This design comes from an exercise in tuning for small area, a short achievable clock period and few clock cycles per item on the open sky130 flow, not from production work.
In this exercise RTL edits were held to simulation tests only and were not proved equivalent to the original.
Power and IR drop assume default switching activity.

==> inputs of build 4 <==
## phold_core
module phold_core (
   input  logic        clk,
   input  logic        rst_n,
   input  logic        in_req,
   input  logic [31:0] in_msg,
   input  logic [15:0] in_gvt,
   input  logic [7:0]  in_rnd,
   output logic        in_ack,
   output logic        out_req,
   output logic [31:0] out_msg,
   input  logic        out_ack,
   output logic        busy
);
   localparam int QD = 4;           
   localparam int QW = 3;           
   logic [23:0] mem   [0:127];
   logic [3:0]  hd    [0:7];
   logic [4:0]  cnt   [0:7];
   logic [7:0]  lv;                  
   logic [15:0] headT [0:7];
   logic [15:0] tailT [0:7];
   logic        buf_v, buf1_v;
   logic [2:0]  buf_lp;
   logic [15:0] buf_t;
   logic        buf_y;
   logic [15:0] buf_g;
   logic [7:0]  buf_r;
   logic [43:0] buf1;
   logic        take;                
   logic        acc;                 
   logic [43:0] in_ev;
   assign acc   = !in_ack && in_req && !buf1_v;
   assign in_ev = {in_msg[18:16], in_msg[15:0], in_msg[19], in_gvt, in_rnd};
   always_ff @(posedge clk or negedge rst_n) begin
      if (!rst_n) begin
         in_ack <= 1'b0;
         buf_v  <= 1'b0;
  ...
export LEC_CHECK = 0
export ABC_CLOCK_PERIOD_IN_PS = 3000
export CAP_MARGIN = 20
export CORE_MARGIN = 2
export CORE_UTILIZATION = 40
export SETUP_SLACK_MARGIN = 3.0
export SLEW_MARGIN = 20
create_clock -name core_clock -period 6.0 [get_ports {clk}]
run.sh (not shown) runs the stock make flow with config.mk's settings and CLKGATE_MAP_FILE= SYNTH_SCRIPT=/design/flow/synth_recipe.tcl, a recipe that flattens the netlist after the stock synthesis.
==> inputs of trial 89, as changes to build 4 <==
--- a/flow/design.v
+++ b/flow/design.v
@@ -24,14 +24,38 @@
       fv_keep,
       fv_expired,
       fv_annihilate,
       fv_rollback
    } filter_verdict_e;
 endpackage
 `timescale 1ns/1ps
+module phold_lt16 (
+   input  logic [15:0] a,
+   input  logic [15:0] b,
+   output logic        lt
+);
+   logic [15:0] l, e;
+   logic [3:0]  gl, ge;
+   assign l = ~a & b;
+   assign e = ~(a ^ b);
+   always_comb begin
+      for (int k = 0; k < 4; k++) begin
+         gl[k] = l[4*k+3]
+               | (e[4*k+3] & l[4*k+2])
+               | (e[4*k+3] & e[4*k+2] & l[4*k+1])
+               | (e[4*k+3] & e[4*k+2] & e[4*k+1] & l[4*k]);
+         ge[k] = &e[4*k +: 4];
+      end
+   end
+   assign lt = gl[3]
+             | (ge[3] & gl[2])
+             | (ge[3] & ge[2] & gl[1])
+             | (ge[3] & ge[2] & ge[1] & gl[0]);
+endmodule
+`timescale 1ns/1ps
 module phold_core (
    input  logic        clk,
    input  logic        rst_n,
    input  logic        in_req,
    input  logic [31:0] in_msg,
    input  logic [15:0] in_gvt,
    input  logic [7:0]  in_rnd,
@@ -47,24 +71,25 @@
    logic [3:0]  hd    [0:7];
    logic [4:0]  cnt   [0:7];
    logic [7:0]  lv;                  
    logic [15:0] headT [0:7];
    logic [15:0] tailT [0:7];
    logic        buf_v, buf1_v;
    logic [2:0]  buf_lp;
+   logic [7:0]  buf_oh;              
    logic [15:0] buf_t;
    logic        buf_y;
    logic [15:0] buf_g;
    logic [7:0]  buf_r;
-   logic [43:0] buf1;
+   logic [51:0] buf1;
    logic        take;                
    logic        acc;                 
-   logic [43:0] in_ev;
+   logic [51:0] in_ev;
    assign acc   = !in_ack && in_req && !buf1_v;
-   assign in_ev = {in_msg[18:16], in_msg[15:0], in_msg[19], in_gvt, in_rnd};
+   assign in_ev = {8'd1 << in_msg[18:16], in_msg[18:16], in_msg[15:0], in_msg[19], in_gvt, in_rnd};
    always_ff @(posedge clk or negedge rst_n) begin
       if (!rst_n) begin
          in_ack <= 1'b0;
          buf_v  <= 1'b0;
          buf1_v <= 1'b0;
       end else begin
          if (in_ack) begin
@@ -79,17 +104,17 @@
             buf_v  <= 1'b1;
             buf1_v <= buf_v;
          end
       end
    end
    always_ff @(posedge clk) begin
       if (take ? buf1_v : !buf_v) begin
-         {buf_lp, buf_t, buf_y, buf_g, buf_r} <= buf1_v ? buf1 : in_ev;
+         {buf_oh, buf_lp, buf_t, buf_y, buf_g, buf_r} <= buf1_v ? buf1 : in_ev;
       end else if (take ? acc : (acc && !buf_v)) begin
-         {buf_lp, buf_t, buf_y, buf_g, buf_r} <= in_ev;
+         {buf_oh, buf_lp, buf_t, buf_y, buf_g, buf_r} <= in_ev;
       end
       if (acc && (take ? buf1_v : buf_v)) buf1 <= in_ev;
    end
    logic [28:0] q      [0:QD-1];
    logic [QW-1:0] q_cnt;
    logic [1:0]  q_wp, q_rp;
    logic        push;
@@ -150,29 +175,34 @@
             phase   <= (qh_kind == 2'd3) && !phase;
          end
       end
    end
    always_ff @(posedge clk) begin
       if (out_done && q_ne) omsg <= next_msg;
    end
-   typedef enum logic [3:0] {
-      S_IDLE, S_PROC, S_WE0, S_WE, S_EXP, S_WC, S_CSCAN, S_DEL,
+   typedef enum logic [4:0] {
+      S_IDLE, S_PROC, S_WE0, S_WE, S_EXP, S_WH, S_WC, S_CSCAN, S_DEL,
+      S_WT0, S_WT, S_CTAIL,
       S_RBW0, S_RBW, S_RBSCAN, S_RBOW, S_RBOUT
    } state_e;
    state_e      state;
    logic [2:0]  p;
    logic [15:0] t, g;
    logic        y;
    logic [7:0]  r;
    logic [4:0]  n;
    logic [4:0]  nm1, nm2;             
    logic [3:0]  h;
    logic [15:0] HT, TT, prevT;
-   logic        f_empty, f_allexp, f_hexp, f_rb, f_out;
+   logic        f_empty, f_allexp, f_hexp, f_rb, f_out, f_teh, f_tet;
    logic [3:0]  rp;                  
+   logic [15:0] rp_oh;               
+   logic [7:0]  p_oh;                
+   logic [23:0] rd_part [0:7];
+   logic [23:0] rd_mux;
    logic [23:0] rdata;
    logic [23:0] c_ent;
    logic        c_exp, c_lt, c_eq, c_gt;
    logic        rd_en;
    logic [3:0]  bnd;                 
    logic [3:0]  j;                   
    state_e      state_nx;
@@ -191,22 +221,34 @@
    assign newent = {r[7:5], r[4:0], t};
    logic [15:0] ctime;
    assign ctime = c_ent[15:0];
    logic [3:0]  l_h;
    logic [4:0]  l_n;
    logic [15:0] l_HT, l_TT;
    logic        l_hexp, l_allexp, l_rb, l_out;
-   assign l_h      = hd[buf_lp];
-   assign l_n      = lv[buf_lp] ? cnt[buf_lp] : 5'd0;
-   assign l_HT     = headT[buf_lp];
-   assign l_TT     = tailT[buf_lp];
-   assign l_hexp   = l_HT < buf_g;
-   assign l_allexp = l_TT < buf_g;
-   assign l_rb     = l_TT > buf_t;
-   assign l_out    = (buf_t > l_TT) || (buf_t < l_HT) || (buf_t < buf_g);
+   always_comb begin
+      l_h  = '0;
+      l_n  = '0;
+      l_HT = '0;
+      l_TT = '0;
+      for (int k = 0; k < 8; k++) begin
+         l_h  = l_h  | ({4{buf_oh[k]}} & hd[k]);
+         l_n  = l_n  | ({5{buf_oh[k] & lv[k]}} & cnt[k]);
+         l_HT = l_HT | ({16{buf_oh[k]}} & headT[k]);
+         l_TT = l_TT | ({16{buf_oh[k]}} & tailT[k]);
+      end
+   end
+   logic        l_t_gt_TT, l_t_lt_HT, l_t_lt_g;
+   phold_lt16 i_cmp_hexp   (.a(l_HT),  .b(buf_g), .lt(l_hexp));
+   phold_lt16 i_cmp_allexp (.a(l_TT),  .b(buf_g), .lt(l_allexp));
+   phold_lt16 i_cmp_rb     (.a(buf_t), .b(l_TT),  .lt(l_rb));
+   phold_lt16 i_cmp_tgt    (.a(l_TT),  .b(buf_t), .lt(l_t_gt_TT));
+   phold_lt16 i_cmp_tlh    (.a(buf_t), .b(l_HT),  .lt(l_t_lt_HT));
+   phold_lt16 i_cmp_tlg    (.a(buf_t), .b(buf_g), .lt(l_t_lt_g));
+   assign l_out    = l_t_gt_TT || l_t_lt_HT || l_t_lt_g;
    assign take = buf_v && ((state == S_IDLE) || (commit && buf_lp != p));
    always_comb begin
       state_nx  = state;
       n_nx      = n;
       h_nx      = h;
       HT_nx     = HT;
       TT_nx     = TT;
@@ -270,20 +312,64 @@
                   end
                end else if (f_out && !f_hexp) begin
                   if (push_ok) begin
                      push     = 1'b1;
                      commit   = 1'b1;
                      state_nx = S_IDLE;
                   end
+               end else if (f_hexp) begin
+                  h_nx     = h + 1'b1;
+                  n_nx     = n - 1'b1;
+                  rp_nx    = rp + 1'b1;
+                  state_nx = S_WC;
+               end else if (f_teh) begin
+                  rp_nx    = h;
+                  state_nx = S_WH;
+               end else if (f_tet) begin
+                  rp_nx    = h + nm2[3:0];
+                  state_nx = S_WT0;
                end else begin
+                  prevT_nx = HT;
+                  j_nx     = 4'd1;
                   rp_nx    = rp + 1'b1;
                   state_nx = S_WC;
                end
             end
          end
+         S_WT0: begin
+            rp_nx    = rp + 1'b1;
+            state_nx = S_WT;
+         end
+         S_WT: begin
+            state_nx = S_CTAIL;
+         end
+         S_CTAIL: begin
+            if (c_lt) begin
+               push_item[28:27] = 2'd2;
+               push_item[23:0]  = rdata;
+               if (push_ok) begin
+                  push     = 1'b1;
+                  n_nx     = n - 1'b1;
+                  TT_nx    = ctime;
+                  commit   = 1'b1;
+                  state_nx = S_IDLE;
+               end else begin
+                  rd_en = 1'b0;
+               end
+            end else begin
+               prevT_nx = HT;
+               j_nx     = 4'd1;
+               rp_nx    = h + 1'b1;
+               state_nx = S_WH;
+            end
+         end
+         S_WH: begin
+            rp_nx    = rp + 1'b1;
+            state_nx = S_WC;
+         end
          S_WE0: begin
             rp_nx    = rp + 1'b1;
             state_nx = S_WE;
          end
          S_WE: begin
             rp_nx    = rp + 1'b1;
             state_nx = S_EXP;
@@ -404,14 +490,30 @@
                   state_nx = S_IDLE;
                end
             end
          end
          default: state_nx = S_IDLE;
       endcase
    end
+   logic r_exp, r_lt, r_gt;
+   phold_lt16 i_cmp_rexp (.a(rdata[15:0]), .b(g),           .lt(r_exp));
+   phold_lt16 i_cmp_rlt  (.a(rdata[15:0]), .b(t),           .lt(r_lt));
+   phold_lt16 i_cmp_rgt  (.a(t),           .b(rdata[15:0]), .lt(r_gt));
+   always_comb begin
+      for (int k = 0; k < 8; k++) begin
+         rd_part[k] = '0;
+         for (int i = 0; i < 16; i++) begin
+            rd_part[k] = rd_part[k] | ({24{rp_oh[i]}} & mem[k*16+i]);
+         end
+      end
+      rd_mux = '0;
+      for (int k = 0; k < 8; k++) begin
+         rd_mux = rd_mux | ({24{p_oh[k]}} & rd_part[k]);
+      end
+   end
    always_ff @(posedge clk or negedge rst_n) begin
       if (!rst_n) begin
          state <= S_IDLE;
          lv    <= '0;
       end else begin
          state <= take ? S_PROC : state_nx;
          if (commit) lv[p] <= 1'b1;
@@ -425,20 +527,20 @@
          tailT[p] <= TT_nx;
       end
       we_q <= we;
       wa_q <= {p, wa};
       wd_q <= wd;
       if (we_q) mem[wa_q] <= wd_q;
       if (rd_en) begin
-         rdata <= mem[{p, rp}];
+         rdata <= rd_mux;
          c_ent <= rdata;
-         c_exp <= rdata[15:0] < g;
-         c_lt  <= rdata[15:0] < t;
+         c_exp <= r_exp;
+         c_lt  <= r_lt;
          c_eq  <= rdata[15:0] == t;
-         c_gt  <= rdata[15:0] > t;
+         c_gt  <= r_gt;
       end
       if (take) begin
          p        <= buf_lp;
          t        <= buf_t;
          y        <= buf_y;
          g        <= buf_g;
          r        <= buf_r;
@@ -449,25 +551,38 @@
          HT       <= l_HT;
          TT       <= l_TT;
          f_empty  <= (l_n == 5'd0);
          f_allexp <= l_allexp;
          f_hexp   <= l_hexp;
          f_rb     <= l_rb;
          f_out    <= l_out;
+         f_teh    <= (buf_t == l_HT);
+         f_tet    <= (buf_t == l_TT);
          j        <= '0;
-         if (buf_y) rp <= l_h;
-         else       rp <= l_h + l_n[3:0] - 2'd2;
+         p_oh     <= buf_oh;
+         if (buf_y) begin
+            rp    <= l_h + 1'b1;
+            rp_oh <= 16'd1 << (l_h + 1'b1);
+         end else begin
+            rp    <= l_h + l_n[3:0] - 2'd2;
+            rp_oh <= 16'd1 << (l_h + l_n[3:0] - 2'd2);
+         end
       end else begin
          n     <= n_nx;
          nm1   <= n_nx - 1'b1;
          nm2   <= n_nx - 2'd2;
          h     <= h_nx;
          HT    <= HT_nx;
          TT    <= TT_nx;
          prevT <= prevT_nx;
          rp    <= rp_nx;
+         rp_oh <= 16'd1 << rp_nx;
          bnd   <= bnd_nx;
          j     <= j_nx;
       end
    end
-   assign busy = in_ack || out_req || buf_v || buf1_v || (state != S_IDLE) || (q_cnt != '0);
+   always_ff @(posedge clk or negedge rst_n) begin
+      if (!rst_n) busy <= 1'b0;
+      else        busy <= acc || in_ack || out_req || buf_v || buf1_v ||
+                          (state != S_IDLE) || (q_cnt != '0);
+   end
 endmodule
==> flow/config.mk (replaced) <==
export PLATFORM = sky130hd
export DESIGN_NAME = phold_core
export DESIGN_NICKNAME = phold_core
export VERILOG_FILES = /design/flow/design.v
export SDC_FILE = /design/flow/constraint.sdc
export NUM_CORES = 4
export LEC_CHECK = 0
export ABC_CLOCK_PERIOD_IN_PS = 3000
export CAP_MARGIN = 35
export CORE_MARGIN = 2
export CORE_UTILIZATION = 65
export CTS_CLUSTER_DIAMETER = 60
export CTS_CLUSTER_SIZE = 20
export SETUP_SLACK_MARGIN = 2.5
export SLEW_MARGIN = 30
==> inputs of build 66, as changes to build 4 <==
--- a/flow/design.v
+++ b/flow/design.v
@@ -24,14 +24,38 @@
       fv_keep,
       fv_expired,
       fv_annihilate,
       fv_rollback
    } filter_verdict_e;
 endpackage
 `timescale 1ns/1ps
+module phold_lt16 (
+   input  logic [15:0] a,
+   input  logic [15:0] b,
+   output logic        lt
+);
+   logic [15:0] l, e;
+   logic [3:0]  gl, ge;
+   assign l = ~a & b;
+   assign e = ~(a ^ b);
+   always_comb begin
+      for (int k = 0; k < 4; k++) begin
+         gl[k] = l[4*k+3]
+               | (e[4*k+3] & l[4*k+2])
+               | (e[4*k+3] & e[4*k+2] & l[4*k+1])
+               | (e[4*k+3] & e[4*k+2] & e[4*k+1] & l[4*k]);
+         ge[k] = &e[4*k +: 4];
+      end
+   end
+   assign lt = gl[3]
+             | (ge[3] & gl[2])
+             | (ge[3] & ge[2] & gl[1])
+             | (ge[3] & ge[2] & ge[1] & gl[0]);
+endmodule
+`timescale 1ns/1ps
 module phold_core (
    input  logic        clk,
    input  logic        rst_n,
    input  logic        in_req,
    input  logic [31:0] in_msg,
    input  logic [15:0] in_gvt,
    input  logic [7:0]  in_rnd,
@@ -47,24 +71,25 @@
    logic [3:0]  hd    [0:7];
    logic [4:0]  cnt   [0:7];
    logic [7:0]  lv;                  
    logic [15:0] headT [0:7];
    logic [15:0] tailT [0:7];
    logic        buf_v, buf1_v;
    logic [2:0]  buf_lp;
+   logic [7:0]  buf_oh;              
    logic [15:0] buf_t;
    logic        buf_y;
    logic [15:0] buf_g;
    logic [7:0]  buf_r;
-   logic [43:0] buf1;
+   logic [51:0] buf1;
    logic        take;                
    logic        acc;                 
-   logic [43:0] in_ev;
+   logic [51:0] in_ev;
    assign acc   = !in_ack && in_req && !buf1_v;
-   assign in_ev = {in_msg[18:16], in_msg[15:0], in_msg[19], in_gvt, in_rnd};
+   assign in_ev = {8'd1 << in_msg[18:16], in_msg[18:16], in_msg[15:0], in_msg[19], in_gvt, in_rnd};
    always_ff @(posedge clk or negedge rst_n) begin
       if (!rst_n) begin
          in_ack <= 1'b0;
          buf_v  <= 1'b0;
          buf1_v <= 1'b0;
       end else begin
          if (in_ack) begin
@@ -79,17 +104,17 @@
             buf_v  <= 1'b1;
             buf1_v <= buf_v;
          end
       end
    end
    always_ff @(posedge clk) begin
       if (take ? buf1_v : !buf_v) begin
-         {buf_lp, buf_t, buf_y, buf_g, buf_r} <= buf1_v ? buf1 : in_ev;
+         {buf_oh, buf_lp, buf_t, buf_y, buf_g, buf_r} <= buf1_v ? buf1 : in_ev;
       end else if (take ? acc : (acc && !buf_v)) begin
-         {buf_lp, buf_t, buf_y, buf_g, buf_r} <= in_ev;
+         {buf_oh, buf_lp, buf_t, buf_y, buf_g, buf_r} <= in_ev;
       end
       if (acc && (take ? buf1_v : buf_v)) buf1 <= in_ev;
    end
    logic [28:0] q      [0:QD-1];
    logic [QW-1:0] q_cnt;
    logic [1:0]  q_wp, q_rp;
    logic        push;
@@ -165,14 +190,18 @@
    logic [7:0]  r;
    logic [4:0]  n;
    logic [4:0]  nm1, nm2;             
    logic [3:0]  h;
    logic [15:0] HT, TT, prevT;
    logic        f_empty, f_allexp, f_hexp, f_rb, f_out;
    logic [3:0]  rp;                  
+   logic [15:0] rp_oh;               
+   logic [7:0]  p_oh;                
+   logic [23:0] rd_part [0:7];
+   logic [23:0] rd_mux;
    logic [23:0] rdata;
    logic [23:0] c_ent;
    logic        c_exp, c_lt, c_eq, c_gt;
    logic        rd_en;
    logic [3:0]  bnd;                 
    logic [3:0]  j;                   
    state_e      state_nx;
@@ -191,22 +220,34 @@
    assign newent = {r[7:5], r[4:0], t};
    logic [15:0] ctime;
    assign ctime = c_ent[15:0];
    logic [3:0]  l_h;
    logic [4:0]  l_n;
    logic [15:0] l_HT, l_TT;
    logic        l_hexp, l_allexp, l_rb, l_out;
-   assign l_h      = hd[buf_lp];
-   assign l_n      = lv[buf_lp] ? cnt[buf_lp] : 5'd0;
-   assign l_HT     = headT[buf_lp];
-   assign l_TT     = tailT[buf_lp];
-   assign l_hexp   = l_HT < buf_g;
-   assign l_allexp = l_TT < buf_g;
-   assign l_rb     = l_TT > buf_t;
-   assign l_out    = (buf_t > l_TT) || (buf_t < l_HT) || (buf_t < buf_g);
+   always_comb begin
+      l_h  = '0;
+      l_n  = '0;
+      l_HT = '0;
+      l_TT = '0;
+      for (int k = 0; k < 8; k++) begin
+         l_h  = l_h  | ({4{buf_oh[k]}} & hd[k]);
+         l_n  = l_n  | ({5{buf_oh[k] & lv[k]}} & cnt[k]);
+         l_HT = l_HT | ({16{buf_oh[k]}} & headT[k]);
+         l_TT = l_TT | ({16{buf_oh[k]}} & tailT[k]);
+      end
+   end
+   logic        l_t_gt_TT, l_t_lt_HT, l_t_lt_g;
+   phold_lt16 i_cmp_hexp   (.a(l_HT),  .b(buf_g), .lt(l_hexp));
+   phold_lt16 i_cmp_allexp (.a(l_TT),  .b(buf_g), .lt(l_allexp));
+   phold_lt16 i_cmp_rb     (.a(buf_t), .b(l_TT),  .lt(l_rb));
+   phold_lt16 i_cmp_tgt    (.a(l_TT),  .b(buf_t), .lt(l_t_gt_TT));
+   phold_lt16 i_cmp_tlh    (.a(buf_t), .b(l_HT),  .lt(l_t_lt_HT));
+   phold_lt16 i_cmp_tlg    (.a(buf_t), .b(buf_g), .lt(l_t_lt_g));
+   assign l_out    = l_t_gt_TT || l_t_lt_HT || l_t_lt_g;
    assign take = buf_v && ((state == S_IDLE) || (commit && buf_lp != p));
    always_comb begin
       state_nx  = state;
       n_nx      = n;
       h_nx      = h;
       HT_nx     = HT;
       TT_nx     = TT;
@@ -404,14 +445,30 @@
                   state_nx = S_IDLE;
                end
             end
          end
          default: state_nx = S_IDLE;
       endcase
    end
+   logic r_exp, r_lt, r_gt;
+   phold_lt16 i_cmp_rexp (.a(rdata[15:0]), .b(g),           .lt(r_exp));
+   phold_lt16 i_cmp_rlt  (.a(rdata[15:0]), .b(t),           .lt(r_lt));
+   phold_lt16 i_cmp_rgt  (.a(t),           .b(rdata[15:0]), .lt(r_gt));
+   always_comb begin
+      for (int k = 0; k < 8; k++) begin
+         rd_part[k] = '0;
+         for (int i = 0; i < 16; i++) begin
+            rd_part[k] = rd_part[k] | ({24{rp_oh[i]}} & mem[k*16+i]);
+         end
+      end
+      rd_mux = '0;
+      for (int k = 0; k < 8; k++) begin
+         rd_mux = rd_mux | ({24{p_oh[k]}} & rd_part[k]);
+      end
+   end
    always_ff @(posedge clk or negedge rst_n) begin
       if (!rst_n) begin
          state <= S_IDLE;
          lv    <= '0;
       end else begin
          state <= take ? S_PROC : state_nx;
          if (commit) lv[p] <= 1'b1;
@@ -425,20 +482,20 @@
          tailT[p] <= TT_nx;
       end
       we_q <= we;
       wa_q <= {p, wa};
       wd_q <= wd;
       if (we_q) mem[wa_q] <= wd_q;
       if (rd_en) begin
-         rdata <= mem[{p, rp}];
+         rdata <= rd_mux;
          c_ent <= rdata;
-         c_exp <= rdata[15:0] < g;
-         c_lt  <= rdata[15:0] < t;
+         c_exp <= r_exp;
+         c_lt  <= r_lt;
          c_eq  <= rdata[15:0] == t;
-         c_gt  <= rdata[15:0] > t;
+         c_gt  <= r_gt;
       end
       if (take) begin
          p        <= buf_lp;
          t        <= buf_t;
          y        <= buf_y;
          g        <= buf_g;
          r        <= buf_r;
@@ -450,24 +507,31 @@
          TT       <= l_TT;
          f_empty  <= (l_n == 5'd0);
          f_allexp <= l_allexp;
          f_hexp   <= l_hexp;
          f_rb     <= l_rb;
          f_out    <= l_out;
          j        <= '0;
-         if (buf_y) rp <= l_h;
-         else       rp <= l_h + l_n[3:0] - 2'd2;
+         p_oh     <= buf_oh;
+         if (buf_y) begin
+            rp    <= l_h;
+            rp_oh <= 16'd1 << l_h;
+         end else begin
+            rp    <= l_h + l_n[3:0] - 2'd2;
+            rp_oh <= 16'd1 << (l_h + l_n[3:0] - 2'd2);
+         end
       end else begin
          n     <= n_nx;
          nm1   <= n_nx - 1'b1;
          nm2   <= n_nx - 2'd2;
          h     <= h_nx;
          HT    <= HT_nx;
          TT    <= TT_nx;
          prevT <= prevT_nx;
          rp    <= rp_nx;
+         rp_oh <= 16'd1 << rp_nx;
          bnd   <= bnd_nx;
          j     <= j_nx;
       end
    end
    assign busy = in_ack || out_req || buf_v || buf1_v || (state != S_IDLE) || (q_cnt != '0);
 endmodule
==> flow/config.mk (replaced) <==
export PLATFORM = sky130hd
export DESIGN_NAME = phold_core
export DESIGN_NICKNAME = phold_core
export VERILOG_FILES = /design/flow/design.v
export SDC_FILE = /design/flow/constraint.sdc
export NUM_CORES = 4
export LEC_CHECK = 0
export ABC_CLOCK_PERIOD_IN_PS = 3000
export CAP_MARGIN = 35
export CORE_MARGIN = 2
export CORE_UTILIZATION = 40
export SETUP_SLACK_MARGIN = 3.0
export SLEW_MARGIN = 30
==> notes.md <==
Flip-flop and latch count: build 4 < build 66 < trial 89. Setup slack: trial 89 < build 4 < build 66. Cell area: build 4 is larger than trial 89 (about 10%). Of trial 89 and build 66, trial 89 has the higher sequential power (gap about 2%, measured against build 66). Area after synthesis: build 4 > trial 89 > build 66. Combinational power, lowest first: trial 89, build 66, build 4. Against build 4, the critical path depth of trial 89 is higher by 1. Register-to-register slack, highest first: build 66, build 4, trial 89.
Testbench counts of build 4, summed over its fixed seeds: cycles 9,824, events 2,560.
Testbench counts of trial 89, summed over its fixed seeds: cycles 9,567, events 2,560.
Testbench counts of build 66, summed over its fixed seeds: cycles 9,824, events 2,560.

-- afterwards: timing with drivers on the ports --
The results above use ideal ports. As a check the final layouts listed here were re-extracted and re-timed, cells and wires unchanged.
Step 1: set_driving_cell puts a clkbuf_16 on clk and a buf_2 on each other input, an assumption about the parent block.
Step 2, shift: input delay + t, output delay - t, t = (earliest + latest rising clock arrival at the registers) / 2. This alone moves slack from input paths to output paths.
a / b / c = ideal ports / drivers / drivers and shift; a / b = the first two.
run | t (ns) | setup slack, ns | latest minus earliest clock arrival (ns) | cell pins on the clock port's net
build 4 | 1.034 | 2.459 / 2.459 / 2.340 | 0.085 / 0.085 | 1
trial 89 | 0.991 | 2.360 / 2.360 / 2.130 | 0.059 / 0.059 | 1
build 66 | 1.046 | 2.557 / 2.557 / 2.275 | 0.101 / 0.101 | 1
After both steps every run listed still meets setup and hold. The setup slack of build 66, which loses most, moves by 0.000 ns with the drivers and by -0.282 ns with both steps.
